This is an optimization exercise on Yosys and OpenROAD, whose aim is small area, not a production implementation.
Function was checked by simulation only, so behaviour that the tests miss may differ from the original.
No driver is modelled on the clock port, so clocking that relies on it looks cheaper here than on a real chip.
Power figures rest on the tool's default switching activity, not on a simulated workload.

--- flow/flow/recover.tcl ---
# after global placement and its design repair: give back area on paths with
# timing slack by downsizing cells
puts "recover: area before [sta::format_area [rsz::design_area] 0]"
repair_timing -recover_power 100 -verbose
puts "recover: area after [sta::format_area [rsz::design_area] 0]"
--- flow/config.mk ---
export PLATFORM = sky130hd
export DESIGN_NAME = color_tracker
export DESIGN_NICKNAME = color_tracker
export VERILOG_FILES = /design/flow/design.v
export SDC_FILE = /design/flow/constraint.sdc
export NUM_CORES = 4
export LEC_CHECK = 0
export CAP_MARGIN = 20
export CORE_MARGIN = 2
export CORE_UTILIZATION = 40
export CTS_BUF_LIST = sky130_fd_sc_hd__clkbuf_8
export CTS_CLUSTER_DIAMETER = 80
export CTS_CLUSTER_SIZE = 16
export GPL_ROUTABILITY_DRIVEN = 0
export GPL_TIMING_DRIVEN = 0
export PLACE_DENSITY = 0.6
export SLEW_MARGIN = 20
export SYNTH_HIERARCHICAL = 1
--- flow/flow/run.sh ---
#!/bin/bash
# The standard layout (standard synthesis and ORFS flow), with two changes:
# the port buffers use the smallest buffer cell instead of the default pick,
# and after the post-placement repair and after clock tree synthesis, cells on
# paths with slack are downsized.
set -uo pipefail
export BUFFER_PORTS_ARGS="-buffer_cell sky130_fd_sc_hd__buf_1"
export POST_RESIZE_TCL="$PWD/flow/recover.tcl"
export POST_CTS_TCL="$PWD/flow/recover_cts.tcl"
bash standard.sh finish > standard_flow.log 2>&1
--- flow/standard.sh ---
#!/bin/bash
# synth_recipe.tcl (not shown) runs the flow's synth.tcl, then flattens the netlist and writes it again
# the make line also repeats each setting of config.mk as NAME=value (left out here)
make -C /OpenROAD-flow-scripts/flow DESIGN_CONFIG=/design/flow/config.mk WORK_HOME=/design/flow/orfs CLKGATE_MAP_FILE= SYNTH_SCRIPT=/design/flow/synth_recipe.tcl "${@:-finish}"
--- flow/constraint.sdc ---
create_clock -name core_clock -period 6.7 [get_ports {clk_pixel}]
set_input_delay 1.3400 -clock core_clock [delete_from_list [all_inputs] [get_ports {clk_pixel}]]
set_output_delay 1.3400 -clock core_clock [all_outputs]
set_load 0.01 [all_outputs]
--- flow/design.v ---
module color_convert (
  input  logic [15:0] pixel,
  input  logic        sel_cb,   
  output logic [7:0]  luma,
  output logic [7:0]  chroma
);
  logic [4:0] r5;
  logic [5:0] g6;
  logic [4:0] b5;
  logic [4:0] u5;
  logic [4:0] w5;
  logic [5:0] x6;
  assign r5 = pixel[15:11];
  assign g6 = pixel[10:5];
  assign b5 = pixel[4:0];
  assign u5 = sel_cb ? b5 : r5;
  assign w5 = sel_cb ? r5 : b5;
  assign x6 = sel_cb ? {r5, 1'b0} : g6;
  logic luma_s0, luma_c0;
  csa_fa luma_fa1 (.a(b5[0]), .b(g6[0]), .c(r5[0]), .s(luma_s0), .co(luma_c0));
  logic luma_s1, luma_c1;
  csa_fa luma_fa2 (.a(b5[1]), .b(g6[0]), .c(g6[1]), .s(luma_s1), .co(luma_c1));
  logic luma_s2, luma_c2;
  csa_fa luma_fa3 (.a(r5[1]), .b(luma_c0), .c(luma_s1), .s(luma_s2), .co(luma_c2));
  logic luma_s3, luma_c3;
  csa_fa luma_fa4 (.a(b5[0]), .b(b5[2]), .c(g6[1]), .s(luma_s3), .co(luma_c3));
  logic luma_s4, luma_c4;
  csa_fa luma_fa5 (.a(g6[2]), .b(r5[0]), .c(r5[2]), .s(luma_s4), .co(luma_c4));
  logic luma_s5, luma_c5;
  csa_fa luma_fa6 (.a(luma_c1), .b(luma_s3), .c(luma_s4), .s(luma_s5), .co(luma_c5));
  logic luma_s6, luma_c6;
  csa_fa luma_fa7 (.a(b5[0]), .b(b5[1]), .c(b5[3]), .s(luma_s6), .co(luma_c6));
  logic luma_s7, luma_c7;
  csa_fa luma_fa8 (.a(g6[0]), .b(g6[2]), .c(g6[3]), .s(luma_s7), .co(luma_c7));
  logic luma_s8, luma_c8;
  csa_fa luma_fa9 (.a(r5[0]), .b(r5[1]), .c(r5[3]), .s(luma_s8), .co(luma_c8));
  logic luma_s9, luma_c9;
  csa_fa luma_fa10 (.a(luma_c3), .b(luma_c4), .c(luma_s6), .s(luma_s9), .co(luma_c9));
  logic luma_s10, luma_c10;
  csa_fa luma_fa11 (.a(luma_s7), .b(luma_s8), .c(luma_c5), .s(luma_s10), .co(luma_c10));
  logic luma_s11, luma_c11;
  csa_fa luma_fa12 (.a(b5[0]), .b(b5[1]), .c(b5[2]), .s(luma_s11), .co(luma_c11));
  logic luma_s12, luma_c12;
  csa_fa luma_fa13 (.a(b5[4]), .b(g6[1]), .c(g6[3]), .s(luma_s12), .co(luma_c12));
  logic luma_s13, luma_c13;
  csa_fa luma_fa14 (.a(g6[4]), .b(r5[1]), .c(r5[2]), .s(luma_s13), .co(luma_c13));
  logic luma_s14, luma_c14;
  csa_fa luma_fa15 (.a(r5[4]), .b(luma_c6), .c(luma_c7), .s(luma_s14), .co(luma_c14));
  logic luma_s15, luma_c15;
  csa_fa luma_fa16 (.a(luma_c8), .b(luma_s11), .c(luma_s12), .s(luma_s15), .co(luma_c15));
  logic luma_s16, luma_c16;
  csa_fa luma_fa17 (.a(luma_s13), .b(luma_c9), .c(luma_s14), .s(luma_s16), .co(luma_c16));
  logic luma_s17, luma_c17;
  csa_fa luma_fa18 (.a(luma_s15), .b(luma_c10), .c(luma_s16), .s(luma_s17), .co(luma_c17));
  logic luma_s18, luma_c18;
  csa_fa luma_fa19 (.a(b5[1]), .b(b5[2]), .c(b5[3]), .s(luma_s18), .co(luma_c18));
  logic luma_s19, luma_c19;
  csa_fa luma_fa20 (.a(g6[2]), .b(g6[4]), .c(g6[5]), .s(luma_s19), .co(luma_c19));
  logic luma_s20, luma_c20;
  csa_fa luma_fa21 (.a(r5[2]), .b(r5[3]), .c(luma_c11), .s(luma_s20), .co(luma_c20));
  logic luma_s21, luma_c21;
  csa_fa luma_fa22 (.a(luma_c12), .b(luma_c13), .c(luma_s18), .s(luma_s21), .co(luma_c21));
  logic luma_s22, luma_c22;
  csa_fa luma_fa23 (.a(luma_s19), .b(luma_c14), .c(luma_c15), .s(luma_s22), .co(luma_c22));
  logic luma_s23, luma_c23;
  csa_fa luma_fa24 (.a(luma_s20), .b(luma_s21), .c(luma_c16), .s(luma_s23), .co(luma_c23));
  logic luma_s24, luma_c24;
  csa_fa luma_fa25 (.a(luma_s22), .b(luma_s23), .c(luma_c17), .s(luma_s24), .co(luma_c24));
  logic luma_s25, luma_c25;
  csa_fa luma_fa26 (.a(b5[2]), .b(b5[3]), .c(b5[4]), .s(luma_s25), .co(luma_c25));
  logic luma_s26, luma_c26;
  csa_fa luma_fa27 (.a(g6[0]), .b(g6[3]), .c(g6[5]), .s(luma_s26), .co(luma_c26));
  logic luma_s27, luma_c27;
  csa_fa luma_fa28 (.a(r5[0]), .b(r5[3]), .c(r5[4]), .s(luma_s27), .co(luma_c27));
  logic luma_s28, luma_c28;
  csa_fa luma_fa29 (.a(luma_c18), .b(luma_c19), .c(luma_s25), .s(luma_s28), .co(luma_c28));
  logic luma_s29, luma_c29;
  csa_fa luma_fa30 (.a(luma_s26), .b(luma_s27), .c(luma_c20), .s(luma_s29), .co(luma_c29));
  logic luma_s30, luma_c30;
  csa_fa luma_fa31 (.a(luma_c21), .b(luma_s28), .c(luma_c22), .s(luma_s30), .co(luma_c30));
  logic luma_s31, luma_c31;
  csa_fa luma_fa32 (.a(luma_s29), .b(luma_c23), .c(luma_s30), .s(luma_s31), .co(luma_c31));
  logic luma_s32, luma_c32;
  csa_fa luma_fa33 (.a(b5[3]), .b(b5[4]), .c(g6[1]), .s(luma_s32), .co(luma_c32));
  logic luma_s33, luma_c33;
  csa_fa luma_fa34 (.a(g6[4]), .b(r5[1]), .c(r5[4]), .s(luma_s33), .co(luma_c33));
  logic luma_s34, luma_c34;
  csa_fa luma_fa35 (.a(luma_c25), .b(luma_c26), .c(luma_c27), .s(luma_s34), .co(luma_c34));
  logic luma_s35, luma_c35;
  csa_fa luma_fa36 (.a(luma_s32), .b(luma_s33), .c(luma_c28), .s(luma_s35), .co(luma_c35));
  logic luma_s36, luma_c36;
  csa_fa luma_fa37 (.a(luma_s34), .b(luma_c29), .c(luma_s35), .s(luma_s36), .co(luma_c36));
  logic luma_s37, luma_c37;
  csa_fa luma_fa38 (.a(luma_c30), .b(luma_s36), .c(luma_c31), .s(luma_s37), .co(luma_c37));
  logic luma_s38, luma_c38;
  csa_fa luma_fa39 (.a(b5[4]), .b(g6[2]), .c(g6[5]), .s(luma_s38), .co(luma_c38));
  logic luma_s39, luma_c39;
  csa_fa luma_fa40 (.a(r5[2]), .b(luma_c32), .c(luma_c33), .s(luma_s39), .co(luma_c39));
  logic luma_s40, luma_c40;
  csa_fa luma_fa41 (.a(luma_s38), .b(luma_c34), .c(luma_s39), .s(luma_s40), .co(luma_c40));
  logic luma_s41, luma_c41;
  csa_fa luma_fa42 (.a(luma_c35), .b(luma_s40), .c(luma_c36), .s(luma_s41), .co(luma_c41));
  logic luma_s42, luma_c42;
  csa_fa luma_fa43 (.a(g6[3]), .b(r5[3]), .c(luma_c38), .s(luma_s42), .co(luma_c42));
  logic luma_s43, luma_c43;
  csa_fa luma_fa44 (.a(luma_c39), .b(luma_s42), .c(luma_c40), .s(luma_s43), .co(luma_c43));
  logic luma_s44, luma_c44;
  csa_fa luma_fa45 (.a(g6[4]), .b(r5[4]), .c(luma_c42), .s(luma_s44), .co(luma_c44));
  logic [12:0] luma_ra, luma_rb, luma_sum;
  assign luma_ra = {1'b0, g6[5], luma_s44, luma_s43, luma_s41, luma_s37, luma_c24, luma_s24, luma_s17, luma_s9, luma_c2, luma_s2, luma_s0};
  assign luma_rb = {1'b0, luma_c44, luma_c43, luma_c41, luma_c37, 1'b0, luma_s31, 1'b0, 1'b0, luma_s10, luma_s5, 1'b0, 1'b0};
  assign luma_sum = luma_ra + luma_rb;
  assign luma = {luma_sum[12], luma_sum[11], luma_sum[10], luma_sum[9], luma_sum[8], luma_sum[7], luma_sum[6], luma_sum[5]};
  logic chroma_s0, chroma_c0;
  csa_fa chroma_fa1 (.a(~g6[1]), .b(~w5[0]), .c(~x6[0]), .s(chroma_s0), .co(chroma_c0));
  logic chroma_s1, chroma_c1;
  assign chroma_s1 = 1'b1 ^ (~g6[0] ^ ~g6[2]);
  assign chroma_c1 = (1'b1 & ~g6[0]) | (~g6[2] & (1'b1 | ~g6[0]));
  logic chroma_s2, chroma_c2;
  csa_fa chroma_fa3 (.a(~w5[1]), .b(~x6[0]), .c(~x6[1]), .s(chroma_s2), .co(chroma_c2));
  logic chroma_s3, chroma_c3;
  csa_fa chroma_fa4 (.a(chroma_s1), .b(chroma_c0), .c(chroma_s2), .s(chroma_s3), .co(chroma_c3));
  logic chroma_s4, chroma_c4;
  csa_fa chroma_fa5 (.a(~g6[1]), .b(~g6[3]), .c(~w5[0]), .s(chroma_s4), .co(chroma_c4));
  logic chroma_s5, chroma_c5;
  csa_fa chroma_fa6 (.a(~w5[2]), .b(~x6[1]), .c(~x6[2]), .s(chroma_s5), .co(chroma_c5));
  logic chroma_s6, chroma_c6;
  csa_fa chroma_fa7 (.a(chroma_c1), .b(chroma_c2), .c(chroma_s4), .s(chroma_s6), .co(chroma_c6));
  logic chroma_s7, chroma_c7;
  csa_fa chroma_fa8 (.a(chroma_s5), .b(chroma_c3), .c(chroma_s6), .s(chroma_s7), .co(chroma_c7));
  logic chroma_s8, chroma_c8;
  assign chroma_s8 = 1'b1 ^ (~g6[0] ^ ~g6[2]);
  assign chroma_c8 = (1'b1 & ~g6[0]) | (~g6[2] & (1'b1 | ~g6[0]));
  logic chroma_s9, chroma_c9;
  csa_fa chroma_fa10 (.a(~g6[4]), .b(~w5[1]), .c(~w5[3]), .s(chroma_s9), .co(chroma_c9));
  logic chroma_s10, chroma_c10;
  csa_fa chroma_fa11 (.a(~x6[0]), .b(~x6[2]), .c(~x6[3]), .s(chroma_s10), .co(chroma_c10));
  logic chroma_s11, chroma_c11;
  csa_fa chroma_fa12 (.a(chroma_s8), .b(chroma_c4), .c(chroma_c5), .s(chroma_s11), .co(chroma_c11));
  logic chroma_s12, chroma_c12;
  csa_fa chroma_fa13 (.a(chroma_s10), .b(chroma_s9), .c(chroma_c6), .s(chroma_s12), .co(chroma_c12));
  logic chroma_s13, chroma_c13;
  csa_fa chroma_fa14 (.a(chroma_s11), .b(chroma_s12), .c(chroma_c7), .s(chroma_s13), .co(chroma_c13));
  logic chroma_s14, chroma_c14;
  csa_fa chroma_fa15 (.a(~g6[1]), .b(~g6[3]), .c(~g6[5]), .s(chroma_s14), .co(chroma_c14));
  logic chroma_s15, chroma_c15;
  csa_fa chroma_fa16 (.a(~w5[0]), .b(~w5[2]), .c(~w5[4]), .s(chroma_s15), .co(chroma_c15));
  logic chroma_s16, chroma_c16;
  csa_fa chroma_fa17 (.a(~x6[1]), .b(~x6[3]), .c(~x6[4]), .s(chroma_s16), .co(chroma_c16));
  logic chroma_s17, chroma_c17;
  csa_fa chroma_fa18 (.a(chroma_c8), .b(chroma_s14), .c(chroma_c10), .s(chroma_s17), .co(chroma_c17));
  logic chroma_s18, chroma_c18;
  csa_fa chroma_fa19 (.a(chroma_c9), .b(chroma_s15), .c(chroma_s16), .s(chroma_s18), .co(chroma_c18));
  logic chroma_s19, chroma_c19;
  csa_fa chroma_fa20 (.a(chroma_c11), .b(chroma_s17), .c(chroma_s18), .s(chroma_s19), .co(chroma_c19));
  logic chroma_s20, chroma_c20;
  csa_fa chroma_fa21 (.a(chroma_c12), .b(chroma_s19), .c(chroma_c13), .s(chroma_s20), .co(chroma_c20));
  logic chroma_s21, chroma_c21;
  csa_fa chroma_fa22 (.a(~g6[0]), .b(~g6[2]), .c(~g6[4]), .s(chroma_s21), .co(chroma_c21));
  logic chroma_s22, chroma_c22;
  csa_fa chroma_fa23 (.a(~w5[1]), .b(~w5[3]), .c(~x6[2]), .s(chroma_s22), .co(chroma_c22));
  logic chroma_s23, chroma_c23;
  csa_fa chroma_fa24 (.a(~x6[4]), .b(~x6[5]), .c(chroma_c14), .s(chroma_s23), .co(chroma_c23));
  logic chroma_s24, chroma_c24;
  csa_fa chroma_fa25 (.a(chroma_s21), .b(chroma_c15), .c(chroma_c16), .s(chroma_s24), .co(chroma_c24));
  logic chroma_s25, chroma_c25;
  csa_fa chroma_fa26 (.a(chroma_s22), .b(chroma_s23), .c(chroma_c17), .s(chroma_s25), .co(chroma_c25));
  logic chroma_s26, chroma_c26;
  csa_fa chroma_fa27 (.a(chroma_c18), .b(chroma_s24), .c(chroma_s25), .s(chroma_s26), .co(chroma_c26));
  logic chroma_s27, chroma_c27;
  csa_fa chroma_fa28 (.a(chroma_c19), .b(chroma_s26), .c(chroma_c20), .s(chroma_s27), .co(chroma_c27));
  logic chroma_s28, chroma_c28;
  assign chroma_s28 = 1'b1 ^ (~g6[1] ^ ~g6[3]);
  assign chroma_c28 = (1'b1 & ~g6[1]) | (~g6[3] & (1'b1 | ~g6[1]));
  logic chroma_s29, chroma_c29;
  csa_fa chroma_fa30 (.a(~g6[5]), .b(~w5[2]), .c(~w5[4]), .s(chroma_s29), .co(chroma_c29));
  logic chroma_s30, chroma_c30;
  csa_fa chroma_fa31 (.a(~x6[3]), .b(~x6[5]), .c(chroma_c21), .s(chroma_s30), .co(chroma_c30));
  logic chroma_s31, chroma_c31;
  csa_fa chroma_fa32 (.a(chroma_s28), .b(chroma_c22), .c(chroma_s29), .s(chroma_s31), .co(chroma_c31));
  logic chroma_s32, chroma_c32;
  csa_fa chroma_fa33 (.a(chroma_c23), .b(chroma_s30), .c(chroma_c24), .s(chroma_s32), .co(chroma_c32));
  logic chroma_s33, chroma_c33;
  csa_fa chroma_fa34 (.a(chroma_s31), .b(chroma_c25), .c(chroma_s32), .s(chroma_s33), .co(chroma_c33));
  logic chroma_s34, chroma_c34;
  csa_fa chroma_fa35 (.a(chroma_c26), .b(chroma_s33), .c(chroma_c27), .s(chroma_s34), .co(chroma_c34));
  logic chroma_s35, chroma_c35;
  csa_fa chroma_fa36 (.a(~g6[2]), .b(~g6[4]), .c(u5[0]), .s(chroma_s35), .co(chroma_c35));
  logic chroma_s36, chroma_c36;
  csa_fa chroma_fa37 (.a(~w5[3]), .b(~x6[4]), .c(chroma_c28), .s(chroma_s36), .co(chroma_c36));
  logic chroma_s37, chroma_c37;
  csa_fa chroma_fa38 (.a(chroma_c29), .b(chroma_s35), .c(chroma_c30), .s(chroma_s37), .co(chroma_c37));
  logic chroma_s38, chroma_c38;
  csa_fa chroma_fa39 (.a(chroma_s36), .b(chroma_c31), .c(chroma_s37), .s(chroma_s38), .co(chroma_c38));
  logic chroma_s39, chroma_c39;
  csa_fa chroma_fa40 (.a(chroma_c32), .b(chroma_s38), .c(chroma_c33), .s(chroma_s39), .co(chroma_c39));
  logic chroma_s40, chroma_c40;
  csa_fa chroma_fa41 (.a(~g6[3]), .b(~g6[5]), .c(u5[1]), .s(chroma_s40), .co(chroma_c40));
  logic chroma_s41, chroma_c41;
  csa_fa chroma_fa42 (.a(~w5[4]), .b(~x6[5]), .c(chroma_c35), .s(chroma_s41), .co(chroma_c41));
  logic chroma_s42, chroma_c42;
  csa_fa chroma_fa43 (.a(chroma_s40), .b(chroma_c36), .c(chroma_s41), .s(chroma_s42), .co(chroma_c42));
  logic chroma_s43, chroma_c43;
  csa_fa chroma_fa44 (.a(chroma_c37), .b(chroma_s42), .c(chroma_c38), .s(chroma_s43), .co(chroma_c43));
  logic chroma_s44, chroma_c44;
  csa_fa chroma_fa45 (.a(~g6[4]), .b(u5[2]), .c(chroma_c40), .s(chroma_s44), .co(chroma_c44));
  logic chroma_s45, chroma_c45;
  csa_fa chroma_fa46 (.a(chroma_c41), .b(chroma_s44), .c(chroma_c42), .s(chroma_s45), .co(chroma_c45));
  logic chroma_s46, chroma_c46;
  csa_fa chroma_fa47 (.a(~g6[5]), .b(u5[3]), .c(chroma_c44), .s(chroma_s46), .co(chroma_c46));
  logic [13:0] chroma_ra, chroma_rb, chroma_sum;
  assign chroma_ra = {1'b0, u5[4], chroma_s46, chroma_s45, chroma_s43, chroma_s39, chroma_s34, chroma_s27, chroma_s20, chroma_s13, chroma_s7, chroma_s3, chroma_s0, 1'b1};
  assign chroma_rb = {1'b0, chroma_c46, chroma_c45, chroma_c43, chroma_c39, chroma_c34, 1'b0, 1'b0, 1'b0, 1'b0, 1'b0, 1'b0, 1'b0, ~g6[0]};
  assign chroma_sum = chroma_ra + chroma_rb;
  assign chroma = {chroma_sum[13], chroma_sum[12], chroma_sum[11], chroma_sum[10], chroma_sum[9], chroma_sum[8], chroma_sum[7], chroma_sum[6]};
endmodule
module channel_threshold (
  input  logic [15:0] pixel,
  input  logic [7:0]  luma,
  input  logic [7:0]  chroma,    
  input  logic [2:0]  channel_sel,
  input  logic [7:0]  lower_bound,
  input  logic [7:0]  upper_bound,
  output logic [7:0]  channel,
  output logic        in_range
);
  always_comb begin
    case (channel_sel)
      3'b000:  channel = {pixel[10:5], 2'b00};   
      3'b001:  channel = {pixel[15:11], 3'b000};  
      3'b010:  channel = {pixel[4:0], 3'b000};   
      3'b100:  channel = luma;
      3'b101:  channel = chroma;  
      3'b110:  channel = chroma;  
      default: channel = '0;  
    endcase
  end
  function automatic logic ge8(input logic [7:0] a, input logic [7:0] b);
    logic c;
    c = 1'b1;
    for (int i = 0; i < 8; i++) c = (a[i] & ~b[i]) | (c & (a[i] | ~b[i]));
    ge8 = c;
  endfunction
  assign in_range = ge8(channel, lower_bound) && ge8(upper_bound, channel);
endmodule
module csa_fa (
  input  logic a,
  input  logic b,
  input  logic c,
  output logic s,
  output logic co
);
  assign s  = a ^ (b ^ c);
  assign co = (a & b) | (c & (a | b));
endmodule
module csa_ha (
  input  logic a,
  input  logic b,
  output logic s,
  output logic co
);
  assign s  = a ^ b;
  assign co = a & b;
endmodule
module rc_add #(
  parameter int W = 8
) (
  input  logic [W-1:0] a,
  input  logic [W-1:0] b,
  input  logic         ci,
  output logic [W-1:0] s,
  output logic         co
);
  logic [W:0] c;
  assign c[0] = ci;
  for (genvar i = 0; i < W; i++) begin : g_bit
    csa_fa fa_i (.a(a[i]), .b(b[i]), .c(c[i]), .s(s[i]), .co(c[i+1]));
  end
  assign co = c[W];
endmodule
module rc_inc #(
  parameter int W = 8
) (
  input  logic [W-1:0] a,
  input  logic         ci,
  output logic [W-1:0] s,
  output logic         co
);
  logic [W:0] c;
  assign c[0] = ci;
  for (genvar i = 0; i < W; i++) begin : g_bit
    csa_ha ha_i (.a(a[i]), .b(c[i]), .s(s[i]), .co(c[i+1]));
  end
  assign co = c[W];
endmodule
module com_accumulator (
  input  logic        clk_pixel,
  input  logic        sys_rst,
  input  logic        mark,        
  input  logic        new_frame,
  input  logic [10:0] hcount,
  input  logic [9:0]  vcount,
  output logic [10:0] x_com,
  output logic [9:0]  y_com,
  output logic        com_valid
);
  localparam logic [5:0] X_STEPS = 6'd11;
  localparam logic [6:0] LAST    = 7'd84;  
  logic [31:0] x_sum;    
  logic [30:0] y_sum;
  logic [21:0] count_n;  
  logic        x_carry;  
  logic        y_carry;  
  logic        busy;
  logic [6:0]  step;       
  logic        lo_carry;
  logic [10:0] lo_diff;
  logic [10:0] hi_diff;
  logic        hi_carry;   
  logic        lo_carry_q;
  logic        mark_add;
  logic        last;
  logic        clear;
  logic        sel_shift;
  logic        sel_add;
  logic        sel_sub;
  logic        sel_keep;
  logic [31:0] x_add;
  logic [30:0] y_add;
  logic        load;
  logic        keep;
  logic [10:0] h_add;
  logic [9:0]  v_add;
  logic [11:0] x_lo;
  logic        x_lo_co;
  logic [19:0] x_hi;
  logic [10:0] y_lo;
  logic        y_lo_co;
  logic [19:0] y_hi;
  logic        q_bit;
  assign mark_add = mark && !busy;
  assign h_add = mark_add ? hcount : '0;
  assign v_add = mark_add ? vcount : '0;
  rc_add #(.W(11)) x_lo_i (.a(x_sum[10:0]), .b(h_add), .ci(1'b0),
                           .s(x_lo[10:0]), .co(x_lo[11]));
  assign x_lo_co = x_lo[11] & x_sum[11];
  rc_inc #(.W(20)) x_hi_i (.a(x_sum[31:12]), .ci(x_carry), .s(x_hi), .co());
  rc_add #(.W(10)) y_lo_i (.a(y_sum[9:0]), .b(v_add), .ci(1'b0),
                           .s(y_lo[9:0]), .co(y_lo[10]));
  assign y_lo_co = y_lo[10] & y_sum[10];
  rc_inc #(.W(20)) y_hi_i (.a(y_sum[30:11]), .ci(y_carry), .s(y_hi), .co());
  rc_add #(.W(11)) div_lo_i (.a(x_sum[20:10]), .b(count_n[10:0]), .ci(1'b1),
                             .s(lo_diff), .co(lo_carry));
  rc_add #(.W(11)) div_hi_i (.a(x_sum[31:21]), .b(count_n[21:11]), .ci(lo_carry_q),
                             .s(hi_diff), .co(hi_carry));
  assign q_bit    = ((step[6:1] < X_STEPS) || step[6]) && hi_carry;
  assign last  = (step == LAST);
  assign clear = sys_rst || (busy && last);
  assign sel_shift = busy && step[0] && !clear;
  assign sel_add   = !(busy && step[0]) && !clear;
  assign sel_sub   = sel_shift && q_bit;
  assign sel_keep  = sel_shift && !q_bit;
  assign x_add     = {x_hi, x_lo[11] ^ x_sum[11], x_lo[10:0]};
  assign y_add     = {y_hi, y_lo[10] ^ y_sum[10], y_lo[9:0]};
  always_ff @(posedge clk_pixel) begin
    x_sum[31:11] <= ({hi_diff[9:0], lo_diff} & {21{sel_sub}})
                  | (x_sum[30:10] & {21{sel_keep}})
                  | (x_add[31:11] & {21{sel_add}});
    x_sum[10:0]  <= ({x_sum[9:0], y_sum[30]} & {11{sel_shift}})
                  | (x_add[10:0] & {11{sel_add}});
    y_sum        <= ({y_sum[29:0], q_bit} & {31{sel_shift}})
                  | (y_add & {31{sel_add}});
    if (clear) begin
      count_n <= '1;
      x_carry <= 1'b0;
      y_carry <= 1'b0;
    end else begin
      x_carry <= x_lo_co;
      y_carry <= y_lo_co;
      count_n <= count_n - 22'(mark_add);
    end
  end
  always_ff @(posedge clk_pixel) begin
    lo_carry_q <= lo_carry;
  end
  always_ff @(posedge clk_pixel) begin
    if (sys_rst) begin
      busy <= 1'b0;
      step <= '0;
    end else if (busy) begin
      busy <= !last;
      step <= last ? '0 : step + 1'b1;
    end else begin
      busy <= new_frame && (count_n != '1);
      step <= '0;
    end
  end
  assign load = busy && last && !sys_rst;
  assign keep = !(busy && last) && !sys_rst;
  always_ff @(posedge clk_pixel) begin
    x_com     <= (x_sum[10:0] & {11{load}}) | (x_com & {11{keep}});
    y_com     <= (y_sum[9:0] & {10{load}}) | (y_com & {10{keep}});
    com_valid <= load;
  end
endmodule
module overlay_mux (
  input  logic [15:0] bg_pix,
  input  logic        mask,
  input  logic [10:0] hcount,
  input  logic [9:0]  vcount,
  input  logic [1:0]  bg_sel,
  input  logic [1:0]  target_sel,
  input  logic [10:0] x_com,
  input  logic [9:0]  y_com,
  output logic [23:0] pixel_out
);
  logic [7:0]  gray;
  logic [23:0] bg;
  logic        on_cross;
  assign gray = bg_pix[7:0];
  always_comb begin
    case (bg_sel)
      2'b00:   bg = {bg_pix[15:11], 3'b000, bg_pix[10:5], 2'b00, bg_pix[4:0], 3'b000};
      2'b01:   bg = {gray, gray, gray};
      2'b10:   bg = {24{mask}};
      default: bg = mask ? 24'hFF00FF : {gray, gray, gray};
    endcase
  end
  assign on_cross = (target_sel == 2'b01) && ((hcount == x_com) || (vcount == y_com));
  assign pixel_out = on_cross ? 24'hFFFFFF : bg;
endmodule
module color_tracker #(
  parameter int SUM_BITS = 32  
) (
  input  logic        clk_pixel,
  input  logic        sys_rst,
  input  logic [15:0] pixel,
  input  logic [24:0] timing,
  input  logic [2:0]  channel_sel,
  input  logic [7:0]  lower_bound,
  input  logic [7:0]  upper_bound,
  input  logic [1:0]  bg_sel,
  input  logic [1:0]  target_sel,
  output logic [23:0] pixel_out,
  output logic [24:0] timing_out,
  output logic [10:0] x_com,
  output logic [9:0]  y_com,
  output logic        com_valid
);
  logic [15:0] pix_q1, pix_q2, pix_q3, pix_q4;
  logic [24:0] tim_q1, tim_q2, tim_q3, tim_q4, tim_q5;
  logic [2:0]  rst_hist;  
  logic        rst_recent;  
  logic        tim_keep;  
  logic [7:0]  luma, chroma, channel;
  logic        in_range;
  logic [15:0] bg_q;
  logic        mask_q;
  logic        sel_cb_q;  
  color_convert color_convert_i (
    .pixel  (pix_q4),
    .sel_cb (sel_cb_q),
    .luma   (luma),
    .chroma (chroma)
  );
  channel_threshold channel_threshold_i (
    .pixel       (pix_q4),
    .luma        (luma),
    .chroma      (chroma),
    .channel_sel (channel_sel),
    .lower_bound (lower_bound),
    .upper_bound (upper_bound),
    .channel     (channel),
    .in_range    (in_range)
  );
  always_ff @(posedge clk_pixel) begin
    pix_q1   <= pixel;
    pix_q2   <= pix_q1;
    pix_q3   <= pix_q2;
    pix_q4   <= pix_q3;
    tim_q1   <= timing;
    tim_q2   <= tim_q1;
    tim_q3   <= tim_q2;
    tim_q4   <= tim_q3;
    rst_hist   <= {rst_hist[1:0], sys_rst};
    rst_recent <= sys_rst || (rst_hist != '0);
    tim_q5     <= tim_q4 & {25{tim_keep}};
    mask_q   <= in_range;
    sel_cb_q <= channel_sel[1];  
    bg_q[15:8] <= pix_q4[15:8];
    if (bg_sel == 2'b00) bg_q[7:0] <= pix_q4[7:0];
    else if (bg_sel[1]) bg_q[7:0] <= luma;
    else bg_q[7:0] <= channel;
  end
  assign tim_keep   = !(sys_rst || rst_recent);
  assign timing_out = tim_q5;
  com_accumulator com_accumulator_i (
    .clk_pixel (clk_pixel),
    .sys_rst   (sys_rst),
    .mark      (tim_q5[3] && mask_q),
    .new_frame (tim_q5[0]),
    .hcount    (tim_q5[24:14]),
    .vcount    (tim_q5[13:4]),
    .x_com     (x_com),
    .y_com     (y_com),
    .com_valid (com_valid)
  );
  overlay_mux overlay_mux_i (
    .bg_pix     (bg_q),
    .mask       (mask_q),
    .hcount     (tim_q5[24:14]),
    .vcount     (tim_q5[13:4]),
    .bg_sel     (bg_sel),
    .target_sel (target_sel),
    .x_com      (x_com),
    .y_com      (y_com),
    .pixel_out  (pixel_out)
  );
endmodule
--- flow/flow/recover_cts.tcl ---
# after clock tree synthesis and its timing repair: give back area on paths
# with timing slack by downsizing cells, then legalize the placement again
puts "recover: area before [sta::format_area [rsz::design_area] 0]"
estimate_parasitics -placement
repair_timing -recover_power 100 -verbose
detailed_placement
check_placement -verbose
puts "recover: area after [sta::format_area [rsz::design_area] 0]"
==> results of run 1 <==
## layout make-up
type | count | share of cell area [%]
clock inverters | 5 | 0.4137
multi-input cells | 733 | 46.14
clock buffers | 27 | 2.363
well taps | 461 | 3.667
inverters | 34 | 0.8114
plain buffers | 45 | 1.440
repair buffers | 135 | 3.230
flip-flops and latches | 329 | 41.94
## sequential cells by signal, summed over array words and instances (netlist names), 7 cells and up
name	flops
com_accumulator_i.step	7
pix_q1	16
com_accumulator_i.x_com	11
bg_q	16
com_accumulator_i.y_sum	31
tim_q2	25
tim_q1	25
pix_q3	16
com_accumulator_i.count_n	22
pix_q2	16
com_accumulator_i.x_sum	32
pix_q4	16
com_accumulator_i.y_com	10
tim_q5	25
tim_q4	25
tim_q3	25
## modules after synthesis, one instance, submodules excluded, excerpt
module | copies in the design | flip-flops and latches
csa_ha | 40 | 0
color_convert | 1 | 0
color_tracker | 1 | 211
overlay_mux | 1 | 0
channel_threshold | 1 | 0
com_accumulator | 1 | 118
csa_fa | 132 | 0
## logic make-up (layout without fill, tap and decap cells)
kind of cell | count (synthesis) | after routing | synth area share (%)
compound gates | 183 | 183 | 10.64
xor+xnor | 50 | 50 | 3.079
fa+ha+maj | 193 | 193 | 23.92
buf+inv | 80 | 246 | 2.727
flops | 329 | 329 | 46.30
mux | 35 | 35 | 2.683
other cells | 2 | 3 | 0.05279
simple gates | 269 | 269 | 10.59
## layer usage
metal,vias up,track usage (%),share of wire [%]
li1,4238,-,-
met1,4353,22.46,47
met2,157,26.12,47
met3,45,2.382,3.9
met4,0,4.081,2.3
met5,-,0,0
## worst max-delay path by stage
stage / end / slack [ns]
after floorplan: mask_q / 0.36
after global placement: mask_q / -0.29
after detailed placement: mask_q / -0.38
after global routing: mask_q / -0.002
final: mask_q / 0.28
## placed cells by master (no fill, tap or decap), types with 4 or more instances in the layout
master	synthesis	routed
sky130_fd_sc_hd__dfxtp_1	329	323
sky130_fd_sc_hd__buf_1	1	132
sky130_fd_sc_hd__fa_1	132	132
sky130_fd_sc_hd__nand2_1	64	64
sky130_fd_sc_hd__and2_1	71	64
sky130_fd_sc_hd__a22o_1	62	62
sky130_fd_sc_hd__ha_1	59	59
sky130_fd_sc_hd__nor2_1	33	34
sky130_fd_sc_hd__inv_1	31	33
sky130_fd_sc_hd__clkbuf_1	20	32
sky130_fd_sc_hd__xnor2_1	31	31
sky130_fd_sc_hd__clkbuf_8	1	27
sky130_fd_sc_hd__a21oi_1	25	26
sky130_fd_sc_hd__a221o_1	22	22
sky130_fd_sc_hd__o21ai_0	20	21
sky130_fd_sc_hd__mux2i_1	24	20
sky130_fd_sc_hd__xor2_1	19	19
sky130_fd_sc_hd__nand3_1	13	15
sky130_fd_sc_hd__nand2b_1	13	13
sky130_fd_sc_hd__nand4_1	11	11
sky130_fd_sc_hd__nor3_1	9	9
sky130_fd_sc_hd__buf_2	12	8
sky130_fd_sc_hd__or4_1	8	8
sky130_fd_sc_hd__and2_0	0	7
sky130_fd_sc_hd__mux2_2	7	7
sky130_fd_sc_hd__and3_1	7	7
sky130_fd_sc_hd__buf_6	6	5
sky130_fd_sc_hd__or3_1	5	5
sky130_fd_sc_hd__a221oi_1	4	5
sky130_fd_sc_hd__a21o_1	5	5
sky130_fd_sc_hd__dfxtp_2	0	5
sky130_fd_sc_hd__nor4_1	3	4
## power by group
part | total, W | switching (W) | internal (W) | leakage [nW]
clock | 0.00101 | 0.000629 | 0.000379 | 0.225
combinational | 0.00188 | 0.00109 | 0.000788 | 3.58
sequential | 0.00211 | 0.0000645 | 0.00205 | 2.72
## stage by stage
| stage | worst slack (ns) | hold WS, ns |
|---|---|---|
| 6_report | 0.2791 | 0.3105 |
| 3_5_place_dp | -0.3801 | 0.3121 |
| 5_1_grt | -0.002347 | 0.3167 |
| 2_1_floorplan | 0.3567 | 0.3096 |
| 3_3_place_gp | -0.2876 | 0.3102 |
==> results.rst, run 1 <==
.. list-table::
   :header-rows: 1

   * - Metric
     - Value
   * - Status
     - finished clean
   * - End point of the most critical hold path
     - pix_q4[3]
   * - Drt initial violations
     - 370
   * - Via count of the first global-routing pass
     - 8845
   * - Placed insts
     - 1737
   * - Clock latency reported for the late side of the worst-skew pair
     - 0.59 ns
   * - Placed wire-length estimate
     - 22430 um
   * - Crit Path Class
     - flip-flop to flip-flop
   * - Die height
     - 192.6 um
   * - Total routing usage reported by global routing
     - 16.07%
   * - Endpoint type of the worst setup path
     - flip-flop
   * - Critical hold path startpoint
     - pix_q3[3]
   * - TritonCTS clock tree
     - built
   * - Worst-case headroom to the max-slew limit
     - 26.37%
   * - Max-slew violation count
     - 0
   * - Largest net degree at the start of global routing
     - 17
   * - Fraction of synthesized cell area taken by the top area cell type
     - 46.30%
   * - Post-synthesis cell type count
     - 91
   * - Final std cells w/o fill
     - 1769
   * - CP Data Required Time
     - 7.15 ns
   * - Core area
     - 0.03531 mm2
   * - Share of post-route cells with drive strength above 1
     - 7.263%
   * - Gate family responsible for the most delay along the worst path
     - adder cells
   * - Crit path largest cell delay
     - 0.55 ns
   * - Reg2Reg Capture Point
     - mask_q
   * - Hold Path Stages
     - 0
   * - Launching point of the worst reg2reg path
     - sel_cb_q
   * - Reg clk slew, reported paths
     - 0.09 ns
   * - Remaining antenna violation count after routing
     - 0
   * - Combined flip-flop and latch cell area
     - 0.006596 mm2
   * - Number of vias per cell after detailed routing
     - 4.971
   * - Standby leakage power
     - 6.529 nW
   * - CP Launch Type
     - flip-flop
   * - Timing startpoint of the critical path
     - sel_cb_q
   * - Count of synthesis-stage warnings from yosys
     - 10
   * - Top flip-flop cell by instance count after synthesis
     - sky130_fd_sc_hd__dfxtp_1
   * - DRC errors left
     - 0
   * - Number of instances in the synthesized netlist
     - 1141
   * - Critical path buffers and inverters
     - 1
   * - Highest net fanout along the worst path
     - 10
   * - Portion of the clock cycle consumed by the worst path in the final layout
     - 95.83%
   * - Cell repeated most along the worst path
     - sky130_fd_sc_hd__fa_1
   * - Number of hold violations in the final report
     - 0
   * - Power Dens Cells
     - 317.9 mW/mm2
   * - Routed length per instance
     - 16.65 um
   * - Summed instance area of the synthesized netlist
     - 0.01422 mm2
   * - Worst Hold Class
     - flip-flop to flip-flop
   * - Count of final setup violators
     - 0
   * - Area taken by multi-input logic gates
     - 0.007257 mm2
   * - Worst path arrival time
     - 6.88 ns
   * - Largest voltage drop on the vdd net
     - 0.0002126 V
   * - Clock skew after layout
     - 0.03165 ns
   * - Number of maximum-capacitance violations
     - 0
   * - Post-synthesis area per instance
     - 12.47 um2
   * - Area leader, netlist
     - sky130_fd_sc_hd__dfxtp_1
   * - Quantity of I/O buffers inserted on ports
     - 134
   * - Tightest Pin Transition
     - 1.094 ns
   * - Post-layout net count
     - 1561
   * - Initial Util
     - 40.29%
   * - Critical Path Slowest Stage Cell
     - sky130_fd_sc_hd__mux4_2
   * - Final wirelength
     - 29450 um
   * - Dpl cell area
     - 0.01522 mm2
   * - Antenna violations before repair
     - 0
   * - Top achievable clock speed
     - 0.1557 GHz
   * - Fin area
     - 0.01573 mm2
   * - Die Width
     - 192.6 um
   * - Number of vias in the routed layout
     - 8793
   * - Synthesized flop and latch total
     - 329
   * - Crit path time final
     - 6.421 ns
   * - Largest cells by area after synthesis
     - sky130_fd_sc_hd__dfxtp_1 (46%), sky130_fd_sc_hd__fa_1 (19%), sky130_fd_sc_hd__ha_1 (5.2%), sky130_fd_sc_hd__a22o_1 (3.8%), sky130_fd_sc_hd__and2_1 (3.1%)
   * - Overall power consumption
     - 0.005000 W
   * - Wire length of the first global-routing pass
     - 46920 um
   * - Count of flip-flops with a built-in enable after synthesis
     - 0
   * - Summed negative setup slack over all endpoints
     - 0 ns
   * - Cells traversed along the worst timing path
     - buf_6, mux2i_4, fa_1, fa_1, fa_1, fa_1, fa_1, fa_1, fa_1, ha_1, nand2_1, o31ai_4, a21oi_1, xnor2_1, mux2i_1, mux4_2, nor2_1, maj3_2, a211oi_2, o22ai_1, nor3_2
   * - Top-level port count
     - 137
   * - Library cell with the highest instance count after synthesis
     - sky130_fd_sc_hd__dfxtp_1
   * - Total overflow reported by the global router
     - 0
   * - Fill cell total of the finished layout
     - 3293
   * - Num Clock Sinks
     - 329
   * - Number of core rows
     - 69
   * - Register area share after synthesis
     - 46.30%
   * - Share of synthesized flip-flops with an asynchronous set or reset
     - 0%
   * - Commonest cells post-synth
     - sky130_fd_sc_hd__dfxtp_1 (329), sky130_fd_sc_hd__fa_1 (132), sky130_fd_sc_hd__and2_1 (71)
   * - Utilization after layout
     - 44.54%
   * - Syn-to-layout area delta
     - 10.57%
   * - Register-to-register path setup slack
     - 0.28 ns
   * - Reg2Reg Depth
     - 21
   * - First-pass DRT Iterations
     - 4
   * - Full die area
     - 0.03709 mm2
   * - Diode count
     - 0
   * - Stages on worst setup path
     - 21
==> run 2: changes to the inputs <==
==> flow/flow/run.sh (replaced) <==
#!/bin/bash
# The standard layout (standard synthesis and ORFS flow), with these changes:
# the port buffers use the smallest buffer cell instead of the default pick;
# after the post-placement repair and after clock tree synthesis, cells on
# paths with slack are downsized; clock tree synthesis adds no dummy loads.
set -uo pipefail
export BUFFER_PORTS_ARGS="-buffer_cell sky130_fd_sc_hd__buf_1"
export POST_RESIZE_TCL="$PWD/flow/recover.tcl"
export POST_CTS_TCL="$PWD/flow/recover_cts.tcl"
export CTS_ARGS="-sink_clustering_enable -repair_clock_nets -sink_clustering_size 30 -sink_clustering_max_diameter 100 -buf_list sky130_fd_sc_hd__clkbuf_16 -dont_use_dummy_load"
bash standard.sh finish > standard_flow.log 2>&1
==> flow/config.mk (replaced) <==
export PLATFORM = sky130hd
export DESIGN_NAME = color_tracker
export DESIGN_NICKNAME = color_tracker
export VERILOG_FILES = /design/flow/design.v
export SDC_FILE = /design/flow/constraint.sdc
export NUM_CORES = 4
export LEC_CHECK = 0
export CAP_MARGIN = 20
export CORE_MARGIN = 2
export CORE_UTILIZATION = 40
export CTS_BUF_LIST = sky130_fd_sc_hd__clkbuf_16
export CTS_CLUSTER_DIAMETER = 100
export CTS_CLUSTER_SIZE = 30
export PLACE_DENSITY = 0.6
export SLEW_MARGIN = 20
export SYNTH_HIERARCHICAL = 1
==> run 2 against run 1 <==
Compared with the run above: still clean; largest power group unchanged; combinational power grew 2%; utilization shrank 0.11 points; worst setup slack gained 0.096 ns; critical path type unchanged.
==> results.rst, run 2 <==
.. list-table::
   :header-rows: 1

   * - Metric
     - Value
   * - Switching pwr
     - 0.001758 W (-1.6%)
   * - Commonest cells after routing, fill and taps aside
     - sky130_fd_sc_hd__dfxtp_1 (326), sky130_fd_sc_hd__buf_1 (133), sky130_fd_sc_hd__fa_1 (132)
   * - Reg2Reg Capture Point
     - mask_q
   * - Largest voltage drop on the vdd net
     - 0.0002210 V (+3.9%)
   * - Initial Util
     - 40.29% (unchanged)
   * - Number of instances in the synthesized netlist
     - 1141 (unchanged)
   * - Via count of the first global-routing pass
     - 8659 (-2.1%)
   * - Core area
     - 0.03531 mm2 (unchanged)
   * - Number of hold violations in the final report
     - 0 (unchanged)
   * - Final wirelength
     - 29440 um (about the same)
   * - Largest cells by area after synthesis
     - sky130_fd_sc_hd__dfxtp_1 (46%), sky130_fd_sc_hd__fa_1 (19%), sky130_fd_sc_hd__ha_1 (5.2%), sky130_fd_sc_hd__a22o_1 (3.8%), sky130_fd_sc_hd__and2_1 (3.1%)
   * - Sequential Power Share
     - 41.7% (-0.5 points)
   * - Count of synthesis-stage warnings from yosys
     - 10 (unchanged)
   * - Routed length per instance
     - 16.92 um (+1.6%)
   * - Number of vias per cell after detailed routing
     - 4.923 (-0.96%)
   * - Clock network fraction of total power
     - 20.0% (-0.2 points)
   * - Total overflow reported by the global router
     - 0 (unchanged)
   * - Endpoint type of the worst setup path
     - flip-flop
   * - Antenna violations before repair
     - 0 (unchanged)
   * - Top-level port count
     - 137 (unchanged)
   * - Critical hold path startpoint
     - pix_q3[7]
   * - Routability congestion estimate
     - 0.8464
   * - DRC errors left
     - 0 (unchanged)
   * - Status
     - finished clean
   * - Combinational cell fraction of total power
     - 38.3% (+0.7 points)
   * - Fraction of power spent switching nets
     - 34.97% (-0.77 points)
   * - Synthesized flop and latch total
     - 329 (unchanged)
   * - Full die area
     - 0.03709 mm2 (unchanged)
   * - TritonCTS clock tree
     - built
   * - Final std cells w/o fill
     - 1740 (-1.6%)
   * - Syn-to-layout area delta
     - 10.31%
   * - Library cell with the highest instance count after synthesis
     - sky130_fd_sc_hd__dfxtp_1
   * - Portion of the clock cycle consumed by the worst path in the final layout
     - 94.40% (-1.4 points)
   * - Number of vias in the routed layout
     - 8566 (-2.6%)
   * - Max-slew violation count
     - 0 (unchanged)
   * - Hold Path Stages
     - 0 (unchanged)
   * - Die height
     - 192.6 um (unchanged)
   * - Post-layout net count
     - 1538 (-1.5%)
   * - Worst path arrival time
     - 6.74 ns (-0.14 ns)
   * - Crit path time final
     - 6.325 ns (-0.09625 ns)
   * - Reg clk slew, reported paths
     - 0.11 ns (+0.02 ns)
   * - Count of final setup violators
     - 0 (unchanged)
   * - CP Launch Type
     - flip-flop
   * - Timing startpoint of the critical path
     - sel_cb_q
   * - First-pass DRT Iterations
     - 5 (+1)
   * - Standby leakage power
     - 6.539 nW (+0.17%)
   * - Clock skew after layout
     - 0.06846 ns (+0.03681 ns)
   * - Worst Hold Class
     - flip-flop to flip-flop
   * - Biggest register
     - com_accumulator_i.x_sum
   * - Largest net degree at the start of global routing
     - 52 (+35)
   * - Num Clock Sinks
     - 329 (unchanged)
   * - Most common cell after layout, fill and taps aside
     - sky130_fd_sc_hd__dfxtp_1
   * - Tightest Pin Transition
     - 0.9393 ns (-0.1551 ns)
   * - Clock latency reported for the late side of the worst-skew pair
     - 0.50 ns (-0.09 ns)
   * - CP Data Required Time
     - 7.12 ns (-0.03 ns)
   * - Count of flip-flops with a built-in enable after synthesis
     - 0 (unchanged)
   * - Summed negative setup slack over all endpoints
     - 0 ns (unchanged)
   * - Commonest cells post-synth
     - sky130_fd_sc_hd__dfxtp_1 (329), sky130_fd_sc_hd__fa_1 (132), sky130_fd_sc_hd__and2_1 (71)
   * - Setup repair after global routing missed its margin
     - false
   * - Utilization after layout
     - 44.44% (-0.11 points)
   * - Register area share after synthesis
     - 46.30% (unchanged)
   * - Diode count
     - 0 (unchanged)
   * - Top flip-flop cell by instance count after synthesis
     - sky130_fd_sc_hd__dfxtp_1
   * - Reg2Reg Depth
     - 20 (-4.8%)
   * - Quantity of I/O buffers inserted on ports
     - 136 (+1.5%)
   * - Top achievable clock speed
     - 0.1581 GHz (+1.5%)
   * - Remaining antenna violation count after routing
     - 0 (unchanged)
   * - Share of post-route cells with drive strength above 1
     - 6.959% (-0.30 points)
   * - Die Width
     - 192.6 um (unchanged)
   * - Drt initial violations
     - 457 (+24%)
   * - End point of the most critical hold path
     - pix_q4[7]
   * - Wire length of the first global-routing pass
     - 47240 um (+0.69%)
   * - Register-to-register path setup slack
     - 0.38 ns (+0.10 ns)
   * - Share of synthesized flip-flops with an asynchronous set or reset
     - 0% (unchanged)
   * - Largest registers
     - com_accumulator_i.x_sum x32, com_accumulator_i.y_sum x31
   * - Number of maximum-capacitance violations
     - 0 (unchanged)
   * - Power Dens Cells
     - 320.5 mW/mm2 (+0.81%)
   * - Post-synthesis area per instance
     - 12.47 um2 (unchanged)
   * - Summed instance area of the synthesized netlist
     - 0.01422 mm2 (unchanged)
   * - Fraction of synthesized cell area taken by the top area cell type
     - 46.30% (unchanged)
   * - Max FFs per register
     - 32 (unchanged)
   * - Post-synthesis cell type count
     - 91 (unchanged)
   * - Area leader, netlist
     - sky130_fd_sc_hd__dfxtp_1
   * - Total routing usage reported by global routing
     - 16.12% (+0.053 points)
   * - Crit Path Class
     - flip-flop to flip-flop
   * - Worst-case headroom to the max-slew limit
     - 37.38% (+11 points)
   * - Placed wire-length estimate
     - 22360 um (-0.28%)
   * - Launching point of the worst reg2reg path
     - sel_cb_q
   * - Minimum hold slack
     - 0.3082 ns (-0.002231 ns)
   * - Number of core rows
     - 69 (unchanged)
   * - Placed insts
     - 1722 (-0.86%)
   * - Cell Int Power
     - 0.003270 W (+1.8%)
   * - Highest net fanout along the worst path
     - 11 (+1)
[run 2: cell counts after synthesis]
Identical to the previous run, type by type.
[run 2: power by group through the flow]
stage | logic (W) | registers [W] | clock network, W
2_1_floorplan | 0.00141 | 0.00213 | 0
3_3_place_gp | 0.00191 | 0.00214 | 0
3_5_place_dp | 0.00191 | 0.00214 | 0
5_1_grt | 0.00215 | 0.00211 | 0.00112
6_report | 0.00192 | 0.00210 | 0.00101
[run 2: kinds of logic after synthesis]
family	Yosys count	share of synthesized area, %
multiplexers	35	2.683
other	2	0.05279
adder cells (fa/ha/maj)	193	23.92
buffers and inverters	80	2.727
flip-flops	329	46.30
AND/OR/NAND/NOR	269	10.59
AO/OA/AOI/OAI	183	10.64
XOR/XNOR	50	3.079
[run 2: layout make-up]
type	instances	area, um2
inverters	34	127.6
flip-flops and latches	329	6590
clock buffers	16	400.4
repair buffers	167	753.2
well taps	461	576.8
multi-input cells	733	7243
fillers	3286	19620
[run 2: worst max-delay path by stage]
stage | to | slack, ns | cells after the start
after floorplan | mask_q | 0.36 | 22
after global placement | mask_q | 0.43 | 20
after detailed placement | mask_q | 0.23 | 20
after global routing | mask_q | 0.004 | 20
final | mask_q | 0.38 | 20
[run 2: modules after synthesis (local to each module, per instance), a selection]
| module | cell area [um2] | flops+latches | times used | cells |
|---|---|---|---|---|
| color_tracker | 4573 | 211 | 1 | 267 |
| color_convert | 698.2 | 0 | 1 | 85 |
| com_accumulator | 4397 | 118 | 1 | 410 |
| channel_threshold | 754.5 | 0 | 1 | 96 |
| csa_fa | 20.02 | 0 | 132 | 1 |
| csa_ha | 12.51 | 0 | 40 | 1 |
| overlay_mux | 659.4 | 0 | 1 | 111 |
[run 2: per-stage QoR]
stage | worst slack [ns] | total power, W | instance area, um2
finish | 0.3754 | 0.005028 | 15690
global placement | 0.4291 | 0.004047 | 15300
floorplan | 0.3567 | 0.003539 | 14230
detailed placement | 0.2250 | 0.004051 | 15210
global route | 0.003877 | 0.005372 | 15690
[run 2: worst max-delay path: stages, from the launching register on]
cell and delay [ns]:
sky130_fd_sc_hd__dfxtp_2 0.53, sky130_fd_sc_hd__mux2i_1 0.32, sky130_fd_sc_hd__fa_1 0.48, sky130_fd_sc_hd__fa_1 0.41, sky130_fd_sc_hd__fa_1 0.47, sky130_fd_sc_hd__fa_1 0.42
sky130_fd_sc_hd__fa_1 0.39, sky130_fd_sc_hd__fa_1 0.41, sky130_fd_sc_hd__fa_1 0.39, sky130_fd_sc_hd__ha_1 0.34, sky130_fd_sc_hd__nand2_1 0.08, sky130_fd_sc_hd__o31ai_2 0.28
sky130_fd_sc_hd__a21oi_1 0.13, sky130_fd_sc_hd__xnor2_1 0.15, sky130_fd_sc_hd__mux2i_1 0.15, sky130_fd_sc_hd__mux4_2 0.31, sky130_fd_sc_hd__nor2_1 0.06, sky130_fd_sc_hd__maj3_1 0.39
sky130_fd_sc_hd__a211oi_1 0.24, sky130_fd_sc_hd__o22ai_1 0.11, sky130_fd_sc_hd__nor3_2 0.16
[run 2: metal layers]
metal  up-vias  global-route usage (%)  share of wire [%]
met2       144                   25.65                 47
li1       4189                       -                  -
met4         0                   2.995                1.7
met5         -                       0                  0
met3        28                   2.364                3.7
met1      4205                   23.47                 48
==> run 3: changes to the inputs <==
--- a/flow/flow/run.sh
+++ b/flow/flow/run.sh
@@ -7,5 +7,5 @@
 export BUFFER_PORTS_ARGS="-buffer_cell sky130_fd_sc_hd__buf_1"
 export POST_RESIZE_TCL="$PWD/flow/recover.tcl"
 export POST_CTS_TCL="$PWD/flow/recover_cts.tcl"
-export CTS_ARGS="-sink_clustering_enable -repair_clock_nets -sink_clustering_size 30 -sink_clustering_max_diameter 100 -buf_list sky130_fd_sc_hd__clkbuf_16 -dont_use_dummy_load"
+export CTS_ARGS="-sink_clustering_enable -repair_clock_nets -sink_clustering_size 16 -sink_clustering_max_diameter 80 -buf_list sky130_fd_sc_hd__clkbuf_8 -dont_use_dummy_load"
 bash standard.sh finish > standard_flow.log 2>&1
--- a/flow/config.mk
+++ b/flow/config.mk
@@ -8,9 +8,9 @@
 export CAP_MARGIN = 20
 export CORE_MARGIN = 2
 export CORE_UTILIZATION = 40
-export CTS_BUF_LIST = sky130_fd_sc_hd__clkbuf_16
-export CTS_CLUSTER_DIAMETER = 100
-export CTS_CLUSTER_SIZE = 30
+export CTS_BUF_LIST = sky130_fd_sc_hd__clkbuf_8
+export CTS_CLUSTER_DIAMETER = 80
+export CTS_CLUSTER_SIZE = 16
 export PLACE_DENSITY = 0.6
 export SLEW_MARGIN = 20
 export SYNTH_HIERARCHICAL = 1
==> run 3 against run 2 <==
Compared with the run above: clock skew up 0.015 ns; combinational power about the same; worst hold slack worse by 0.042 ns; clock power down 5%; maximum frequency about the same; sequential share of layout area up 0.097 points; critical endpoint unchanged.
==> results.rst, run 3 <==
.. list-table::
   :header-rows: 1

   * - Metric
     - Value
   * - Status
     - finished clean
   * - Clock skew after layout
     - 0.08315 ns (+0.01469 ns)
   * - Largest registers
     - com_accumulator_i.x_sum x32, com_accumulator_i.y_sum x31
   * - Drt initial violations
     - 425 (-7.0%)
   * - Core area
     - 0.03531 mm2 (unchanged)
   * - Reg2Reg Capture Point
     - mask_q
   * - Register area share after synthesis
     - 46.30% (unchanged)
   * - Tightest Pin Transition
     - 0.9292 ns (-0.01011 ns)
   * - Met2 layer wire length in the routed design
     - 13730 um (+0.16%)
   * - Share of post-route cells with drive strength above 1
     - 7.752% (+0.79 points)
   * - Commonest cells after routing, fill and taps aside
     - sky130_fd_sc_hd__dfxtp_1 (326), sky130_fd_sc_hd__buf_1 (133), sky130_fd_sc_hd__fa_1 (132)
   * - Worst Hold Class
     - flip-flop to flip-flop
   * - Post-synthesis cell type count
     - 91 (unchanged)
   * - Number of maximum-capacitance violations
     - 0 (unchanged)
   * - Critical path destination
     - mask_q
   * - Share of synthesized flip-flops with an asynchronous set or reset
     - 0% (unchanged)
   * - Largest net degree at the start of global routing
     - 52 (unchanged)
   * - Number of hold violations in the final report
     - 0 (unchanged)
   * - Summed negative setup slack over all endpoints
     - 0 ns (unchanged)
   * - Wire length on met3
     - 1064 um (-2.5%)
   * - Gate family responsible for the most delay along the worst path
     - adder cells
   * - Crit Path Class
     - flip-flop to flip-flop
   * - Portion of the clock cycle consumed by the worst path in the final layout
     - 94.44% (about the same)
   * - Top achievable clock speed
     - 0.1580 GHz (about the same)
   * - Post-synthesis area per instance
     - 12.47 um2 (unchanged)
   * - Wire length of the first global-routing pass
     - 47590 um (+0.73%)
   * - Pre-CTS setup slack
     - 0.2250 ns (unchanged)
   * - Fraction of synthesized cell area taken by the top area cell type
     - 46.30% (unchanged)
   * - Launching point of the worst reg2reg path
     - sel_cb_q
   * - Crit path largest cell delay
     - 0.53 ns (about the same)
   * - Endpoint type of the worst setup path
     - flip-flop
   * - Die Width
     - 192.6 um (unchanged)
   * - Minimum setup slack in the final design
     - 0.3722 ns (-0.003174 ns)
   * - Initial Util
     - 40.29% (unchanged)
   * - Post-layout net count
     - 1549 (+0.72%)
   * - Antenna violations before repair
     - 0 (unchanged)
   * - DRC errors left
     - 0 (unchanged)
   * - Register-to-register path setup slack
     - 0.37 ns (about the same)
   * - Clock network fraction of total power
     - 19.2% (-0.8 points)
   * - Timing startpoint of the critical path
     - sel_cb_q
   * - Overall power consumption
     - 0.004976 W (-1.0%)
   * - CP Launch Type
     - flip-flop
   * - Max FFs per register
     - 32 (unchanged)
   * - Standby leakage power
     - 6.533 nW (about the same)
   * - Biggest register
     - com_accumulator_i.x_sum
   * - Total routing usage reported by global routing
     - 16.34% (+0.22 points)
   * - Count of flip-flops with a built-in enable after synthesis
     - 0 (unchanged)
   * - Power Dens Cells
     - 317.9 mW/mm2 (-0.81%)
   * - Top-level port count
     - 137 (unchanged)
   * - First-pass DRT Iterations
     - 4 (-1)
   * - Cell Int Power
     - 0.003199 W (-2.2%)
   * - Largest voltage drop on the vdd net
     - 0.0002225 V (+0.68%)
   * - Total overflow reported by the global router
     - 0 (unchanged)
   * - Count of synthesis-stage warnings from yosys
     - 10 (unchanged)
   * - Reg clk slew, reported paths
     - 0.10 ns (about the same)
   * - Fraction of power spent switching nets
     - 35.72% (+0.75 points)
   * - Summed instance area of the synthesized netlist
     - 0.01422 mm2 (unchanged)
   * - Combinational cell fraction of total power
     - 38.7% (+0.4 points)
   * - Cell repeated most along the worst path
     - sky130_fd_sc_hd__fa_1
   * - M1 WL
     - 14300 um (+1.0%)
   * - Full die area
     - 0.03709 mm2 (unchanged)
   * - Highest routed metal layer
     - met4
   * - Utilization after layout
     - 44.34% (-0.10 points)
   * - Num Clock Sinks
     - 329 (unchanged)
   * - Sequential Power Share
     - 42.1% (+0.4 points)
   * - Number of core rows
     - 69 (unchanged)
   * - Cells traversed along the worst timing path
     - mux2i_1, fa_1, fa_1, fa_1, fa_1, fa_1, fa_1, fa_1, ha_1, nand2_1, o31ai_2, a21oi_1, xnor2_1, mux2i_1, mux4_2, nor2_1, maj3_1, a211oi_1, o22ai_1, nor3_2
   * - Via count of the first global-routing pass
     - 8748 (+1.0%)
   * - Routed length per instance
     - 16.96 um (+0.23%)
   * - Stages on worst setup path
     - 20 (unchanged)
   * - Syn-to-layout area delta
     - 10.05%
   * - Placed wire-length estimate
     - 22360 um (unchanged)
   * - Final wirelength
     - 29690 um (+0.86%)
   * - Synthesized flop and latch total
     - 329 (unchanged)
   * - Crit path time final
     - 6.328 ns (+0.003174 ns)
   * - Number of vias in the routed layout
     - 8641 (+0.88%)
   * - Top flip-flop cell by instance count after synthesis
     - sky130_fd_sc_hd__dfxtp_1
   * - Remaining antenna violation count after routing
     - 0 (unchanged)
   * - Max-slew violation count
     - 0 (unchanged)
   * - CP Data Required Time
     - 7.21 ns (+0.09 ns)
   * - Worst path arrival time
     - 6.84 ns (+0.10 ns)
   * - Reg2Reg Depth
     - 20 (unchanged)
   * - Diode count
     - 0 (unchanged)
   * - Number of instances in the synthesized netlist
     - 1141 (unchanged)
   * - Die height
     - 192.6 um (unchanged)
   * - Clock latency reported for the late side of the worst-skew pair
     - 0.60 ns (+0.10 ns)
   * - TritonCTS clock tree
     - built
   * - Highest net fanout along the worst path
     - 11 (unchanged)
   * - Critical path buffers and inverters
     - 0 (unchanged)
   * - Count of final setup violators
     - 0 (unchanged)
   * - Largest cells by area after synthesis
     - sky130_fd_sc_hd__dfxtp_1 (46%), sky130_fd_sc_hd__fa_1 (19%), sky130_fd_sc_hd__ha_1 (5.2%), sky130_fd_sc_hd__a22o_1 (3.8%), sky130_fd_sc_hd__and2_1 (3.1%)
   * - Quantity of I/O buffers inserted on ports
     - 136 (unchanged)
   * - Number of vias per cell after detailed routing
     - 4.935 (+0.24%)
   * - Area leader, netlist
     - sky130_fd_sc_hd__dfxtp_1
   * - Setup repair after global routing missed its margin
     - false
   * - Library cell with the highest instance count after synthesis
     - sky130_fd_sc_hd__dfxtp_1
   * - Most common cell after layout, fill and taps aside
     - sky130_fd_sc_hd__dfxtp_1
   * - Critical Path Slowest Stage Cell
     - sky130_fd_sc_hd__dfxtp_2
   * - Switching pwr
     - 0.001777 W (+1.1%)
   * - Worst-case headroom to the max-slew limit
     - 38.05% (+0.67 points)
   * - Commonest cells post-synth
     - sky130_fd_sc_hd__dfxtp_1 (329), sky130_fd_sc_hd__fa_1 (132), sky130_fd_sc_hd__and2_1 (71)
   * - Routability congestion estimate
     - 0.8464 (unchanged)
[run 3: cell count changes in the layout (fill, tap and decap cells not counted)]
cell / previous run / this run
sky130_fd_sc_hd__clkbuf_8: 0 / 27
sky130_fd_sc_hd__clkbuf_16: 16 / 0
sky130_fd_sc_hd__buf_12: 0 / 1
sky130_fd_sc_hd__buf_16: 2 / 1
[run 3: worst min-delay path by stage]
stage	startpoint	end	slack, ns	depth (start not counted)
after floorplan	pix_q1[0]	pix_q2[0]	0.31	0
after global placement	tim_q2[1]	tim_q3[1]	0.31	0
after detailed placement	pix_q1[4]	pix_q2[4]	0.31	0
after global routing	pix_q1[3]	pix_q2[3]	0.28	0
final	pix_q2[6]	pix_q3[6]	0.27	0
[run 3: Yosys stat by module, one instance, submodules excluded, excerpt]
module | cells | flops+latches | area, um2 | times used
color_tracker | 267 | 211 | 4573 | 1
com_accumulator | 410 | 118 | 4397 | 1
channel_threshold | 96 | 0 | 754.5 | 1
color_convert | 85 | 0 | 698.2 | 1
overlay_mux | 111 | 0 | 659.4 | 1
csa_fa | 1 | 0 | 20.02 | 132
csa_ha | 1 | 0 | 12.51 | 40
[run 3: cells by family (layout without fill, tap and decap cells)]
kind of cell | count (synthesis) | count (layout) | share of synthesized area (%)
AND/OR/NAND/NOR | 269 | 269 | 10.59
other | 2 | 3 | 0.05279
multiplexers | 35 | 35 | 2.683
buffers and inverters | 80 | 228 | 2.727
XOR/XNOR | 50 | 50 | 3.079
AO/OA/AOI/OAI | 183 | 183 | 10.64
adder cells (fa/ha/maj) | 193 | 193 | 23.92
flip-flops | 329 | 329 | 46.30
[run 3: area by class of cell]
cell class	count	area (um2)
clock buffers	27	371.6
fillers	3290	19660
flip-flops and latches	329	6590
well taps	461	576.8
repair buffers	167	745.7
multi-input cells	733	7243
inverters	34	127.6
[run 3: layer usage]
layer / vias to the layer above / global-route usage (%)
li1: 4209 / -
met1: 4263 / 23.49
met2: 133 / 25.65
met3: 36 / 2.782
met4: 0 / 3.876
met5: - / 0
[run 3: power by group through the flow]
stage               clock network [W]  registers, W  logic (W)
floorplan                           0       0.00213    0.00141
global placement                    0       0.00214    0.00191
detailed placement                  0       0.00214    0.00191
global route                  0.00107       0.00211    0.00214
finish                       0.000956       0.00210    0.00192
[run 3: per-stage QoR]
step | area, um2 | cells | hold slack [ns]
6_report | 15660 | 1751 | 0.2660
5_1_grt | 15660 | 1751 | 0.2757
3_5_place_dp | 15210 | 1722 | 0.3121
3_3_place_gp | 15300 | 1722 | 0.3107
2_1_floorplan | 14230 | 1142 | 0.3096

-- port drivers added, routing unchanged --
The results above use ideal ports. As a check the final layouts listed here were re-extracted and re-timed, cells and wires unchanged.
Step 1 (the two cells are an assumption about what drives the block):
set clk [get_ports {clk_pixel}]
set_driving_cell -lib_cell sky130_fd_sc_hd__clkbuf_16 $clk
set_driving_cell -lib_cell sky130_fd_sc_hd__buf_2 [delete_from_list [all_inputs] $clk]
Step 2 moves the port delays by t, midway between the first and last clock arrival at a register: inputs arrive t later, outputs are due t later. That takes back most of the time a late clock gives input paths.
Three values: no drivers, after step 1, after step 2; two values: the first two.
| run | t, ns | setup WS [ns] | worst setup path at the end | slew at the worst register clock pin (ns) | pins driven straight from the clock port |
|---|---|---|---|---|---|
| run 1 | 0.615 | 0.279 / 0.279 / 0.279 | register to register | 0.11 / 0.11 | 1 |
| run 2 | 0.516 | 0.375 / 0.375 / 0.375 | register to register | 0.11 / 0.11 | 1 |
| run 3 | 0.608 | 0.372 / 0.372 / 0.372 | register to register | 0.11 / 0.11 | 1 |
After both steps setup and hold are still met in every run listed.
